This is an optimization exercise on Yosys and OpenROAD, whose aim is small area, a short achievable clock period and few clock cycles, not a production implementation. In this exercise RTL edits were held to simulation tests only and were not proved equivalent to the original. Power is estimated from default activity; no workload was simulated.

<file path="design.v">
package slp_pkg;
  localparam logic [1:0] KIND_INSERT = 2'd0;
  localparam logic [1:0] KIND_DELETE = 2'd1;
  localparam logic [1:0] KIND_SHOW   = 2'd2;
  localparam logic [1:0] STATUS_DONE  = 2'd0;
  localparam logic [1:0] STATUS_FULL  = 2'd1;
  localparam logic [1:0] STATUS_EMPTY = 2'd2;
endpackage
module sorted_list_pool (
  input  logic        clk_i,
  input  logic        rst_ni,
  input  logic        start,
  input  logic [1:0]  in_kind,
  input  logic [31:0] in_value,
  output logic        busy,
  output logic        res_valid_o,
  output logic [1:0]  res_status,
  output logic [3:0]  res_slot,
  output logic [31:0] res_entry_value,
  output logic [4:0]  res_removed,
  output logic        res_last
);
  localparam int N = 16;
  function automatic logic sge(input logic [31:0] a, input logic [31:0] b);
    sge = $signed(a) >= $signed(b);
  endfunction
  function automatic logic atleast3(input logic [N-1:0] x);
    logic [1:0] c;    
    c = 2'd0;
    for (int i = 0; i < N; i++) if (x[i] && c != 2'd3) c = c + 2'd1;
    atleast3 = (c == 2'd3);
  endfunction
  function automatic logic atleast4(input logic [N-1:0] x);
    logic [2:0] c;    
    c = 3'd0;
    for (int i = 0; i < N; i++) if (x[i] && c != 3'd4) c = c + 3'd1;
    atleast4 = (c == 3'd4);
  endfunction
  function automatic logic [4:0] popcnt(input logic [N-1:0] x);
    logic [1:0] p1 [8];
    logic [2:0] p2 [4];
    logic [3:0] p3 [2];
    for (int i = 0; i < 8; i++) p1[i] = {1'b0, x[2*i]} + {1'b0, x[2*i+1]};
    for (int i = 0; i < 4; i++) p2[i] = {1'b0, p1[2*i]} + {1'b0, p1[2*i+1]};
    for (int i = 0; i < 2; i++) p3[i] = {1'b0, p2[2*i]} + {1'b0, p2[2*i+1]};
    popcnt = {1'b0, p3[0]} + {1'b0, p3[1]};
  endfunction
  logic          busy_q;
  logic          accept;
  assign accept = start && !busy_q;
  logic          a_vld_q;
  logic [1:0]    a_kind_q;
  logic [31:0]   a_val_q;
  logic          b_vld_q;
  logic [1:0]    b_kind_q;
  logic [31:0]   b_val_q;
  logic [N-1:0]  ge_q, eq_q;        
  logic          byp_ge_q, byp_eq_q;
  logic [N-1:0]  wr_prev_q;         
  logic          shw_act_q;         
  logic [N-1:0]  rem_q;             
  logic [N-1:0]  used_q;
  logic [31:0]   val_q [N];
  logic [N*N-1:0] m_q;              
  logic [N-1:0]  ge_a, eq_a;
  for (genvar s = 0; s < N; s++) begin : g_cmp
    assign ge_a[s] = sge(val_q[s], a_val_q);
    assign eq_a[s] = (val_q[s] == a_val_q);
  end
  logic is_ins, is_del, is_show, show_first, full, ins_ok;
  assign is_ins     = b_vld_q && (b_kind_q == slp_pkg::KIND_INSERT);
  assign is_del     = b_vld_q && (b_kind_q == slp_pkg::KIND_DELETE);
  assign show_first = b_vld_q && (b_kind_q == slp_pkg::KIND_SHOW);
  assign is_show    = show_first || shw_act_q;
  assign full       = &used_q;
  assign ins_ok     = is_ins && !full;
  logic [N-1:0]  ge, eq;
  assign ge = (ge_q & ~wr_prev_q) | ({N{byp_ge_q}} & wr_prev_q);
  assign eq = (eq_q & ~wr_prev_q) | ({N{byp_eq_q}} & wr_prev_q);
  logic [N-1:0]  fs_oh;
  logic [3:0]    fs;
  assign fs_oh = ~used_q & (used_q + 16'd1);
  always_comb begin
    fs = '0;
    for (int s = 0; s < N; s++) if (fs_oh[s]) fs = fs | 4'(s);
  end
  logic [N-1:0]  cur, sel;
  assign cur = shw_act_q ? rem_q : used_q;
  always_comb begin
    for (int s = 0; s < N; s++) begin
      sel[s] = cur[s];
      for (int t = 0; t < N; t++) begin
        if (t < s) begin
          if (cur[t] && m_q[t*N+s]) sel[s] = 1'b0;
        end else if (t > s) begin
          if (cur[t] && !m_q[s*N+t]) sel[s] = 1'b0;
        end
      end
    end
  end
  logic [31:0]   sel_val;
  logic [3:0]    sel_slot;
  always_comb begin
    sel_val  = '0;
    sel_slot = '0;
    for (int s = 0; s < N; s++) begin
      sel_val  = sel_val  | (sel[s] ? val_q[s] : 32'd0);
      sel_slot = sel_slot | (sel[s] ? 4'(s) : 4'd0);
    end
  end
  logic          cur_empty, cur_one;
  assign cur_empty = ~|cur;
  assign cur_one   = ~cur_empty && ((cur & (cur - 16'd1)) == '0);
  logic [N-1:0]  used_d;
  always_comb begin
    used_d = used_q;
    if (ins_ok)      used_d = used_q | fs_oh;
    else if (is_del) used_d = used_q & ~eq;
  end
  for (genvar s = 0; s < N; s++) begin : g_slot
    always_ff @(posedge clk_i) begin
      if (ins_ok && fs_oh[s]) val_q[s] <= b_val_q;
    end
  end
  always_ff @(posedge clk_i) begin
    for (int s = 0; s < N; s++) begin
      for (int t = s + 1; t < N; t++) begin
        if (ins_ok && fs_oh[s])      m_q[s*N+t] <= ge[t];
        else if (ins_ok && fs_oh[t]) m_q[s*N+t] <= ~ge[s];
      end
    end
  end
  always_ff @(posedge clk_i or negedge rst_ni) begin
    if (!rst_ni) begin
      used_q    <= '0;
      a_vld_q   <= 1'b0;
      b_vld_q   <= 1'b0;
      shw_act_q <= 1'b0;
      busy_q    <= 1'b0;
    end else begin
      used_q    <= used_d;
      a_vld_q   <= accept;
      b_vld_q   <= a_vld_q;
      shw_act_q <= is_show && !cur_empty && !cur_one;
      busy_q    <= (accept && (in_kind == slp_pkg::KIND_SHOW))
                || (a_vld_q && (a_kind_q == slp_pkg::KIND_SHOW) && atleast3(used_d))
                || (is_show && atleast4(cur));
    end
  end
  always_ff @(posedge clk_i) begin
    a_kind_q  <= in_kind;
    a_val_q   <= in_value;
    b_kind_q  <= a_kind_q;
    b_val_q   <= a_val_q;
    ge_q      <= ge_a;
    eq_q      <= eq_a;
    byp_ge_q  <= sge(b_val_q, a_val_q);
    byp_eq_q  <= (b_val_q == a_val_q);
    wr_prev_q <= ins_ok ? fs_oh : '0;
    rem_q     <= cur & ~sel;
  end
  logic        out_vld_q;
  logic [1:0]  out_status_q;
  logic [3:0]  out_slot_q;
  logic [31:0] out_val_q;
  logic [4:0]  out_rem_q;
  logic        out_last_q;
  always_ff @(posedge clk_i or negedge rst_ni) begin
    if (!rst_ni) begin
      out_vld_q <= 1'b0;
    end else begin
      out_vld_q <= b_vld_q || shw_act_q;
    end
  end
  always_ff @(posedge clk_i) begin
    out_status_q <= slp_pkg::STATUS_DONE;
    out_slot_q   <= '0;
    out_val_q    <= '0;
    out_rem_q    <= '0;
    out_last_q   <= 1'b1;
    if (is_ins) begin
      if (full) begin
        out_status_q <= slp_pkg::STATUS_FULL;
      end else begin
        out_slot_q <= fs;
        out_val_q  <= b_val_q;
      end
    end else if (is_del) begin
      out_rem_q <= popcnt(used_q & eq);
    end else if (is_show) begin
      if (cur_empty) begin
        out_status_q <= slp_pkg::STATUS_EMPTY;
      end else begin
        out_slot_q <= sel_slot;
        out_val_q  <= sel_val;
        out_last_q <= cur_one;
      end
    end
  end
  assign busy            = busy_q;
  assign res_valid_o     = out_vld_q;
  assign res_status      = out_status_q;
  assign res_slot        = out_slot_q;
  assign res_entry_value = out_val_q;
  assign res_removed     = out_rem_q;
  assign res_last        = out_last_q;
endmodule
</file>
<file path="run.sh">
#!/bin/bash
# synth_recipe.tcl (not shown) runs the flow's synth.tcl, then flattens the netlist and writes it again
# the make line also repeats each setting of config.mk as NAME=value (left out here)
make -C /OpenROAD-flow-scripts/flow DESIGN_CONFIG=/design/flow/config.mk WORK_HOME=/design/flow/orfs CLKGATE_MAP_FILE= SYNTH_SCRIPT=/design/flow/synth_recipe.tcl finish
</file>
<file path="config.mk">
export PLATFORM = sky130hd
export DESIGN_NAME = sorted_list_pool
export DESIGN_NICKNAME = sorted_list_pool
export VERILOG_FILES = /design/flow/design.v
export SDC_FILE = /design/flow/constraint.sdc
export NUM_CORES = 4
export LEC_CHECK = 0
export ABC_CLOCK_PERIOD_IN_PS = 2500
export CAP_MARGIN = 20
export CORE_MARGIN = 2
export CORE_UTILIZATION = 30
export SETUP_SLACK_MARGIN = 5
export SLEW_MARGIN = 20
</file>
<file path="constraint.sdc">
create_clock -name core_clock -period 8.0 [get_ports {clk_i}]
set_input_delay 1.6000 -clock core_clock [delete_from_list [all_inputs] [get_ports {clk_i}]]
set_output_delay 1.6000 -clock core_clock [all_outputs]
set_load 0.01 [all_outputs]
</file>
==> parameters.txt <==
Parameter                              Value

Run status
  Result of the run ... failed layout checks
  Layout Check Failures ... setup timing

Detailed routing
  Detail-routed via count per cell ... 5.81
  Detail-routed net length per standard cell ... 28.6 µm
  DR vias ... 37696
  Detail Route Antenna Nets ... 0
  Total routed wirelength ... around 190000 µm
  Number of design-rule violations left by the first detailed-router iteration ... 4755
  Number of iterations in the first detailed-routing pass ... 8
  DR DRC count ... 0

Place
  Last weighted congestion value of the routability-driven placer ... 0.965
  Placed Instances ... 6106
  Placement Setup Slack ... -4560 ps
  Count of input and output buffers ... 82
  Hpwl dp ... 121000 µm
  Total cell area at the placement stage ... 50900 µm²

Power and ir drop
  Leakage power ... 23.1 nW
  Largest vdd supply drop ... 713 µV
  Gate power share ... 0.568
  Power per cell area ... between 300 and 400 nW/µm²
  Net switching component of the power ... 0.00816 W
  Power share of the clock group ... 0.207
  Part of the power in registers ... 0.224
  Switching power share of the total ... 0.366
  Internal power of the cells ... 0.0141 W

Timing
  Total count of max-transition violations in the final report ... 0
  Final count of hold timing violations ... 0
  Max Clock Skew ... 68.5 ps
  Final count of negative-setup-slack endpoints ... 1
  Upper clock frequency limit ... just over 0.08 GHz
  Final WS setup ... -4190 ps
  Total negative slack ... -4190 ps
  Setup repair after global routing missed its margin ... yes
  Tightest slew margin relative to the limit ... 0.224
  Transition time at the pin with the least slew margin ... 1140 ps
  Period utilisation layout ... 1.52
  Clock period minus worst slack ... 12190 ps

Floorplan
  Die Area ... between 150000 and 200000 µm²
  Count of standard-cell rows ... roughly 140
  Horizontal die dimension ... a little under 400 µm
  Initial Utilization ... 0.302
  Area of the placeable core ... around 150000 µm²
  Number of top-level pins ... 83
  Die span in y ... 393 µm

Finish
  Core Util, Final ... 0.389
  Number of non-filler instances in the completed layout ... 6492
  Syn-to-layout area delta ... 28.6%
  Final non-filler cell area ... approximately 60000 µm²
  Number of nets at the end of the flow ... approximately 5000
  Number of fill cells in the layout ... about 14000
  Fraction of final layout cells with drive strength greater than 1 ... 0.246

Clocking
  CTS Sinks ... between 800 and 900
  Insertion delay to the later sink of the worst-skew pair ... 750 ps
  Clk Tree Root Cell ... sky130_fd_sc_hd__clkbuf_16
  Clock transition at the register clock pins on the worst setup and hold paths after CTS ... about 60 ps
  Number of buffers between clock root and the deepest sink ... 3
  TritonCTS buffer count ... 96
  Clock tree from TritonCTS ... done
  H-tree depth reported by CTS ... 3

Min path
  Path type of the worst min-delay path ... reg2reg

Logic synthesis
  Average footprint of a synthesized cell ... 11.7 µm²
  Share of synthesized flip-flops with an asynchronous set or reset ... 0.0253
  Most frequently used flop master after synthesis ... sky130_fd_sc_hd__edfxtp_1
  Unique cell type count in the Yosys netlist ... 87
  Post-synthesis instance area ... 45300 µm²
  Number of synthesized register bits ... 831
  Syn Inst Count ... roughly 3900
  Number of synthesized flops with an enable pin ... approximately 630
  Sequential element share of the synthesized area ... 0.509
  Number of warnings reported in the yosys synthesis log ... 5
  Syn_nets ... about 4500

Worst setup path
  Maximum fanout encountered on the critical timing path ... 4
  Largest stage delay on the critical path ... 440 ps
  Type of the setup path with the least slack ... reg2reg
  Master of the slowest instance on the critical path ... sky130_fd_sc_hd__dfrtp_2
  Kind of start point of the critical path ... register
  Cell repeated most along the worst path ... sky130_fd_sc_hd__buf_4
  Arrival time of the worst setup path ... ~13000 ps
  Type of destination of the critical path ... register
  Data required time of the worst path ... 8550 ps

Global route
  Initial antenna violation count ... 6
  Wire length of the first global-routing pass ... between 200000 and 300000 µm
  Via count of the first global-routing pass ... 35670
  Maximum number of pins on one net before global-route repair ... 37
  GRT Total Usage ... 0.233
  Total grt overflow ... 0

Run
  Number of maximum-capacitance constraint violations ... 0
-- power by group through the flow --
stage | logic (W) | registers, W | clock network (W)
floorplan | 0.00562 | 0.00506 | 0
global placement | 0.00963 | 0.00508 | 0
detailed placement | 0.00991 | 0.00508 | 0
CTS | 0.0120 | 0.00500 | 0.00467
global route | 0.0137 | 0.00501 | 0.00483
finish | 0.0127 | 0.00500 | 0.00463
-- layout make-up --
| class | instances | area, µm² | area share |
|---|---|---|---|
| multi-input combinational | 2733 | 23300 | 0.401 |
| tap | 2016 | 2520 | 0.0433 |
| clock inverter | 66 | 708 | 0.0122 |
| timing repair buffer | 577 | 5350 | 0.0919 |
| clock buffer | 115 | 2560 | 0.0439 |
| inverter | 147 | 666 | 0.0114 |
| timing repair inverter | 2 | 15.0 | 0.000258 |
| sequential | 831 | 23100 | 0.396 |
| antenna | 5 | 12.5 | 0.000215 |
-- worst max-delay path, delay by kind of cell (launching register included) --
kind / cells / cell delay [ps]
AND/OR/NAND/NOR: 12 / 1860
buffers and inverters: 26 / 2360
adder cells (fa/ha/maj): 13 / 2210
multiplexers: 7 / 1810
flip-flops: 1 / 440
XOR/XNOR: 2 / 420
AO/OA/AOI/OAI: 18 / 2960
-- flip-flops by register name, summed over array words and instances (netlist names), 2 cells and up --
signal / flops
out_status_q: 2
out_slot_q: 4
eq_q: 16
wr_prev_q: 16
a_val_q: 32
ge_q: 16
a_kind_q: 2
m_q: 120
b_kind_q: 2
out_rem_q: 5
val_q: 512
out_val_q: 32
b_val_q: 32
used_q: 16
rem_q: 16
-- placed cells by master (no fill, tap or decap), types with 89 or more instances in the layout --
cell type                   synthesis  layout
sky130_fd_sc_hd__edfxtp_1         632     632
sky130_fd_sc_hd__ha_1             593     544
sky130_fd_sc_hd__buf_4              0     416
sky130_fd_sc_hd__nand2_1          234     224
sky130_fd_sc_hd__o21ai_0          286     219
sky130_fd_sc_hd__nand4_1          175     175
sky130_fd_sc_hd__dfxtp_1          178     163
sky130_fd_sc_hd__a21oi_1          194     124
sky130_fd_sc_hd__nand2b_1         123     122
sky130_fd_sc_hd__a22o_1           129     120
sky130_fd_sc_hd__nor2b_1          121     110
sky130_fd_sc_hd__a221oi_1         115     108
sky130_fd_sc_hd__nor2_1           116     100
sky130_fd_sc_hd__clkbuf_16          0      98
sky130_fd_sc_hd__inv_1            145      89
-- cells in the mapped netlist, types with 116 or more instances --
cell,instances,area (µm²)
sky130_fd_sc_hd__nor2b_1,121,757
sky130_fd_sc_hd__nand2b_1,123,769
sky130_fd_sc_hd__nor2_1,116,435
sky130_fd_sc_hd__ha_1,593,7420
sky130_fd_sc_hd__inv_1,145,544
sky130_fd_sc_hd__nand2_1,234,878
sky130_fd_sc_hd__dfxtp_1,178,3560
sky130_fd_sc_hd__o21ai_0,286,1430
sky130_fd_sc_hd__clkbuf_1,138,518
sky130_fd_sc_hd__edfxtp_1,632,19000
sky130_fd_sc_hd__a22o_1,129,1130
sky130_fd_sc_hd__a21oi_1,194,971
sky130_fd_sc_hd__nand4_1,175,1090
-- logic make-up after synthesis --
| group | after synthesis | synth area share |
|---|---|---|
| compound gates | 1053 | 0.156 |
| xor+xnor | 27 | 0.00646 |
| fa+ha+maj | 604 | 0.168 |
| buf+inv | 296 | 0.0252 |
| flops | 831 | 0.509 |
| mux | 93 | 0.0217 |
| simple gates | 955 | 0.113 |
-- metrics by stage --
stage | power (W) | hold WS, ps
3_3_place_gp | 0.0147 | 337
5_1_grt | 0.0235 | 355
3_5_place_dp | 0.0150 | 339
2_1_floorplan | 0.0107 | 331
6_report | 0.0223 | 335
4_1_cts | 0.0216 | 349
-- timing repair --
item / in CTS / in global routing
endpoints found under the setup margin: 500 / 497
pin swaps: 96 / 141
hold buffers: 0 / 0
setup buffers: 55 / 133
gates cloned: 9 / 2
hold endpoints to repair: 0 / 0
gates resized for setup: 224 / 323
-- final timing paths --
path	to	from	depth (start not counted)	slack [ps]
worst max-delay path	busy_q$_DFF_PN0_	shw_act_q$_DFF_PN0_	78	-4190
worst min-delay path	b_val_q[21]$_DFF_P_	a_val_q[21]$_DFF_P_	0	340
worst max register to register	busy_q$_DFF_PN0_	shw_act_q$_DFF_PN0_	78	-4190
worst min register to register	b_val_q[21]$_DFF_P_	a_val_q[21]$_DFF_P_	0	340
max in group asynchronous	shw_act_q$_DFF_PN0_	rst_ni	1	6720
min in group asynchronous	out_vld_q$_DFF_PN0_	rst_ni	1	880
-- per-layer routing --
layer,part of all wire,GRT usage,up-vias
met5,0.00012,0,-
li1,-,-,16155
met4,0.060,0.111,4
met3,0.11,0.0496,546
met1,0.40,0.310,18572
met2,0.44,0.359,2419
Testbench counts, summed over its fixed seeds: cycles 8,453.

## what the ideal ports hide
How much do the figures lean on ideal ports? The routed layout below was timed once more, with nothing changed but the port constraints.
Step 1 assumes that a clkbuf_16 drives the clock port and a buf_2 every other input.
Step 2 moves the port delays by t, midway between the first and last clock arrival at a register: inputs arrive t later, outputs are due t later. That takes back most of the time a late clock gives input paths.
a / b / c = no drivers / after step 1 / after step 2; a / b = the first two.
t (ns): 0.792
setup slack, ns: -4.195 / -4.195 / -4.195
slew at the worst register clock pin (ns): 0.07 / 0.07
The setup slack of this run moves by 0.000 ns with the drivers and by 0.000 ns with both steps.
